Background: an optimization exercise with open tools, aiming at small area, a short achievable clock period and few clock cycles. Do not read the settings as production practice. Where RTL was checked, it was by simulation tests only, not by an equivalence proof against the original.

==> inputs of job 6348 <==
==> flow/design.v (excerpt) <==
module rgb2ac1c2_stream_ctrl #(
    parameter int unsigned WIDTH  = 640,
    parameter int unsigned HEIGHT = 480
) (
    input  logic        i_clk,
    input  logic        i_rst,
    input  logic        i_start,
    input  logic        i_coef_we,
    input  logic [3:0]  i_coef_addr,
    input  logic [15:0] i_coef_data,
    input  logic        i_valid,
    output logic        o_ready,
    input  logic [7:0]  i_R,
    input  logic [7:0]  i_G,
    input  logic [7:0]  i_B,
    output logic        o_valid,
    input  logic        i_ready,
    output logic [31:0] o_A,
    output logic [31:0] o_C1,
    output logic [31:0] o_C2,
    output logic        o_sof,
    output logic        o_eol,
    output logic        o_eof,
    output logic        o_busy,
    output logic        o_done
);
Settings: LEC_CHECK=0, CAP_MARGIN=20, CORE_MARGIN=2, CORE_UTILIZATION=40, SLEW_MARGIN=20, SYNTH_HIERARCHICAL=1; clock period 6.0 ns.
run.sh (not shown) runs the stock make flow with config.mk's settings and CLKGATE_MAP_FILE= SYNTH_SCRIPT=/design/flow/synth_recipe.tcl, a recipe that flattens the netlist after the stock synthesis.
==> job 3732: changes against job 6348 <==
--- a/flow/design.v
+++ b/flow/design.v
@@ -32,12 +32,10 @@
     logic [ROW_W-1:0]   row;
     logic               all_in;
     logic signed [15:0] coef [9];
     logic               p_valid, p_sof, p_eol, p_eof;
     logic [7:0]         p_R, p_G, p_B;
-    logic               q_valid, q_sof, q_eol, q_eof;
-    logic [24:0]        q_sA_a, q_sA_b, q_sC1_a, q_sC1_b, q_sC2_a, q_sC2_b;
     logic [24:0]        sA, sC1, sC2;
     logic advance, accept, col_last, row_last;
     assign advance  = !o_valid || i_ready;
     assign o_ready  = o_busy && !all_in && advance;
     assign accept   = i_valid && o_ready;
@@ -49,11 +47,11 @@
             o_done <= 1'b0;
         end else begin
             o_done <= 1'b0;
             if (!o_busy) begin
                 if (i_start) o_busy <= 1'b1;
-            end else if (all_in && !p_valid && !q_valid && advance) begin
+            end else if (all_in && !p_valid && advance) begin
                 o_busy <= 1'b0;
                 o_done <= 1'b1;
             end
         end
     end
@@ -1227,10 +1225,11 @@
     ac_fa u_fs1109 (.a(fc1060), .b(fs1061), .c(fs1017), .s(fs1109), .co(fc1110));
     wire fs1111 = ~(fc1062 ^ hs1063);
     wire fc1112 = fc1062 | hs1063;
     wire [24:0] sA_a = {fc1112, fc1110, fc1108, fc1106, fc1104, fc1102, fc1100, fc1098, fc1096, fc1094, fc1092, fc1090, fc1088, fc1086, fc1084, fc1082, fc1080, fc1078, fc1076, fc1074, fc1072, fc1070, fc1068, hc1066, hs1065};
     wire [24:0] sA_b = {hc1064, fs1111, fs1109, fs1107, fs1105, fs1103, fs1101, fs1099, fs1097, fs1095, fs1093, fs1091, fs1089, fs1087, fs1085, fs1083, fs1081, fs1079, fs1077, fs1075, fs1073, fs1071, fs1069, fs1067, pp257};
+    assign sA = ~(sA_a + sA_b);
     wire pp1113 = ~(p_R[0] & coef3[0]);
     wire pp1114 = ~(p_R[0] & coef3[1]);
     wire pp1115 = ~(p_R[0] & coef3[2]);
     wire pp1116 = ~(p_R[0] & coef3[3]);
     wire pp1117 = ~(p_R[0] & coef3[4]);
@@ -2341,10 +2340,11 @@
     ac_fa u_fs2221 (.a(fc2172), .b(fs2173), .c(fs2129), .s(fs2221), .co(fc2222));
     wire fs2223 = ~(fc2174 ^ hs2175);
     wire fc2224 = fc2174 | hs2175;
     wire [24:0] sC1_a = {fc2224, fc2222, fc2220, fc2218, fc2216, fc2214, fc2212, fc2210, fc2208, fc2206, fc2204, fc2202, fc2200, fc2198, fc2196, fc2194, fc2192, fc2190, fc2188, fc2186, fc2184, fc2182, fc2180, hc2178, hs2177};
     wire [24:0] sC1_b = {hc2176, fs2223, fs2221, fs2219, fs2217, fs2215, fs2213, fs2211, fs2209, fs2207, fs2205, fs2203, fs2201, fs2199, fs2197, fs2195, fs2193, fs2191, fs2189, fs2187, fs2185, fs2183, fs2181, fs2179, pp1369};
+    assign sC1 = ~(sC1_a + sC1_b);
     wire pp2225 = ~(p_R[0] & coef6[0]);
     wire pp2226 = ~(p_R[0] & coef6[1]);
     wire pp2227 = ~(p_R[0] & coef6[2]);
     wire pp2228 = ~(p_R[0] & coef6[3]);
     wire pp2229 = ~(p_R[0] & coef6[4]);
@@ -3455,48 +3455,26 @@
     ac_fa u_fs3333 (.a(fc3284), .b(fs3285), .c(fs3241), .s(fs3333), .co(fc3334));
     wire fs3335 = ~(fc3286 ^ hs3287);
     wire fc3336 = fc3286 | hs3287;
     wire [24:0] sC2_a = {fc3336, fc3334, fc3332, fc3330, fc3328, fc3326, fc3324, fc3322, fc3320, fc3318, fc3316, fc3314, fc3312, fc3310, fc3308, fc3306, fc3304, fc3302, fc3300, fc3298, fc3296, fc3294, fc3292, hc3290, hs3289};
     wire [24:0] sC2_b = {hc3288, fs3335, fs3333, fs3331, fs3329, fs3327, fs3325, fs3323, fs3321, fs3319, fs3317, fs3315, fs3313, fs3311, fs3309, fs3307, fs3305, fs3303, fs3301, fs3299, fs3297, fs3295, fs3293, fs3291, pp2481};
-    always_ff @(posedge i_clk) begin
-        if (i_rst) begin
-            q_valid <= 1'b0;
-        end else if (advance) begin
-            q_valid <= p_valid;
-        end
-    end
-    always_ff @(posedge i_clk) begin
-        if (advance) begin
-            q_sA_a  <= sA_a;
-            q_sA_b  <= sA_b;
-            q_sC1_a <= sC1_a;
-            q_sC1_b <= sC1_b;
-            q_sC2_a <= sC2_a;
-            q_sC2_b <= sC2_b;
-            q_sof   <= p_sof;
-            q_eol   <= p_eol;
-            q_eof   <= p_eof;
-        end
-    end
-    assign sA = ~(q_sA_a + q_sA_b);
-    assign sC1 = ~(q_sC1_a + q_sC1_b);
-    assign sC2 = ~(q_sC2_a + q_sC2_b);
+    assign sC2 = ~(sC2_a + sC2_b);
     always_ff @(posedge i_clk) begin
         if (i_rst) begin
             o_valid <= 1'b0;
         end else if (advance) begin
-            o_valid <= q_valid;
+            o_valid <= p_valid;
         end
     end
     always_ff @(posedge i_clk) begin
         if (advance) begin
             o_A   <= {4'b0, sA,  3'b0};
             o_C1  <= {4'b0, sC1, 3'b0};
             o_C2  <= {4'b0, sC2, 3'b0};
-            o_sof <= q_sof;
-            o_eol <= q_eol;
-            o_eof <= q_eof;
+            o_sof <= p_sof;
+            o_eol <= p_eol;
+            o_eof <= p_eof;
         end
     end
 endmodule
 module ac_fa (
     input  logic a,
==> qor summary <==
item                                                                               job 3732        job 6348
Status                                                           complete, but fails checks  finished clean
Layout check failures                                                  negative setup slack               -
Post-cts gate resize count                                                              180               0
Met1 layer usage reported by global route                                             34.3%           28.4%
Total number of multi-input combinational cells                                        3282            3310
Fmax                                                                              0.160 GHz       0.197 GHz
Insertion delay of the later-clocked pin in the worst-skew pair                     0.63 ns         0.67 ns
Clock Sink Count                                                                        273             427
Synth top area share                                                                  49.7%           44.5%
Largest net degree at the start of global routing                                        92             117
Worst-case register-to-register setup slack                                        -0.24 ns         0.92 ns
Clk tree area frac                                                                    2.84%           3.36%
Number of instances in the synthesized netlist                                         4022            4221
Adder and majority gate portion of the synthesized area                               54.8%           49.1%
Combined area of all synthesized cells                                          40500 sq um     45200 sq um
Multiplexer share of the synthesized area                                            0.127%         0.0443%
Met3 global-route usage                                                               5.34%           4.02%
Testbench counts of job 6348, summed over its fixed seeds: cycles 1,228,852.
No functional check of the RTL was part of job 3732.

==> job 1736: inputs <==
rgb2ac1c2_stream_ctrl, a different RTL version from the one above (not shown whole).
export LEC_CHECK = 0
export CAP_MARGIN = 20
export CORE_MARGIN = 2
export CORE_UTILIZATION = 40
export SLEW_MARGIN = 20
export SYNTH_HIERARCHICAL = 1
create_clock -name core_clock -period 6.0 [get_ports {i_clk}]
==> inputs of job 1700, as changes to job 1736 <==
--- a/flow/design.v
+++ b/flow/design.v
@@ -81,24 +81,16 @@
             end else begin
                 col <= col + 1'b1;
             end
         end
     end
+    localparam logic [143:0] COEF_RST = {16'hFA79, 16'd942, 16'd477, 16'd254, 16'hF99C,
+        16'd1383, 16'd1638, 16'd15462, 16'd7865};
     always_ff @(posedge i_clk) begin
-        if (i_rst) begin
-            coef[0] <= 16'sd7865;
-            coef[1] <= 16'sd15462;
-            coef[2] <= 16'sd1638;
-            coef[3] <= 16'sd1383;
-            coef[4] <= -16'sd1636;
-            coef[5] <= 16'sd254;
-            coef[6] <= 16'sd477;
-            coef[7] <= 16'sd942;
-            coef[8] <= -16'sd1415;
-        end else if (!o_busy && i_coef_we) begin
-            for (int k = 0; k < 9; k++) begin
-                if (i_coef_addr == 4'(k)) coef[k] <= $signed(i_coef_data);
+        for (int k = 0; k < 9; k++) begin
+            if (i_rst || (!o_busy && i_coef_we && i_coef_addr == 4'(k))) begin
+                coef[k] <= i_rst ? COEF_RST[16*k +: 16] : i_coef_data;
             end
         end
     end
     always_ff @(posedge i_clk) begin
         t01_0 <= 17'(coef[0]) + 17'(coef[1]);
==> notes.md <==
item	job 1700	job 1736
Clock buffer count from CTS	69	67
Total area of multi-input combinational cells	25000 um2	27000 um2
Final setup margin	1.41 ns	1.33 ns
CP Capture Point	q_cs0[24]	q_cs0[36]
Fill cells	9633	9926
Outcome	complete, no violations	complete, no violations
Worst Hold Launch	p_eof	p_sof
Number of search-and-repair iterations in the first detailed-routing pass	23	22
Inverters	180	172
CP max stage delay	1.16 ns	0.76 ns
Met1 layer wirelength in the final routing	52100 um	54000 um
Multiplexer area fraction after synthesis	0.0946%	0.0930%
Largest net degree at the start of global routing	142	140
Area growth from synthesis to layout	10.3%	9.32%
Slew HR	18.9%	22.7%
Met2 Routed Length	57100 um	62000 um
Fraction of final layout cells with drive strength greater than 1	6.31%	5.21%
Total met3 wirelength after detailed routing	16500 um	17300 um
Final hold slack	0.421 ns	0.417 ns
No run of this note included a check of the RTL's function; only the layout flow was run.

-- static timing again, ports no longer ideal --
Ports are ideal in the flow. The routed layouts listed here were re-timed in OpenROAD.
Step 1 assumes that a clkbuf_16 drives the clock port and a buf_2 every other input.
Step 2 times the ports against the registers' clock, not the clock port: input delays grow and output delays shrink by t, the midpoint of the rising clock arrivals with the driver on.
a / b / c = no drivers / after step 1 / after step 2; a / b = the first two.
run | shift t [ns] | setup WS [ns] | clock arrival spread, ns
job 6348 | 0.723 | 0.923 / 0.923 / 0.923 | 0.031 / 0.032
job 3732 | 0.681 | -0.244 / -0.244 / -0.244 | 0.029 / 0.029
job 1736 | 0.704 | 1.330 / 1.330 / 1.330 | 0.030 / 0.029
job 1700 | 0.705 | 1.406 / 1.406 / 1.406 | 0.044 / 0.044
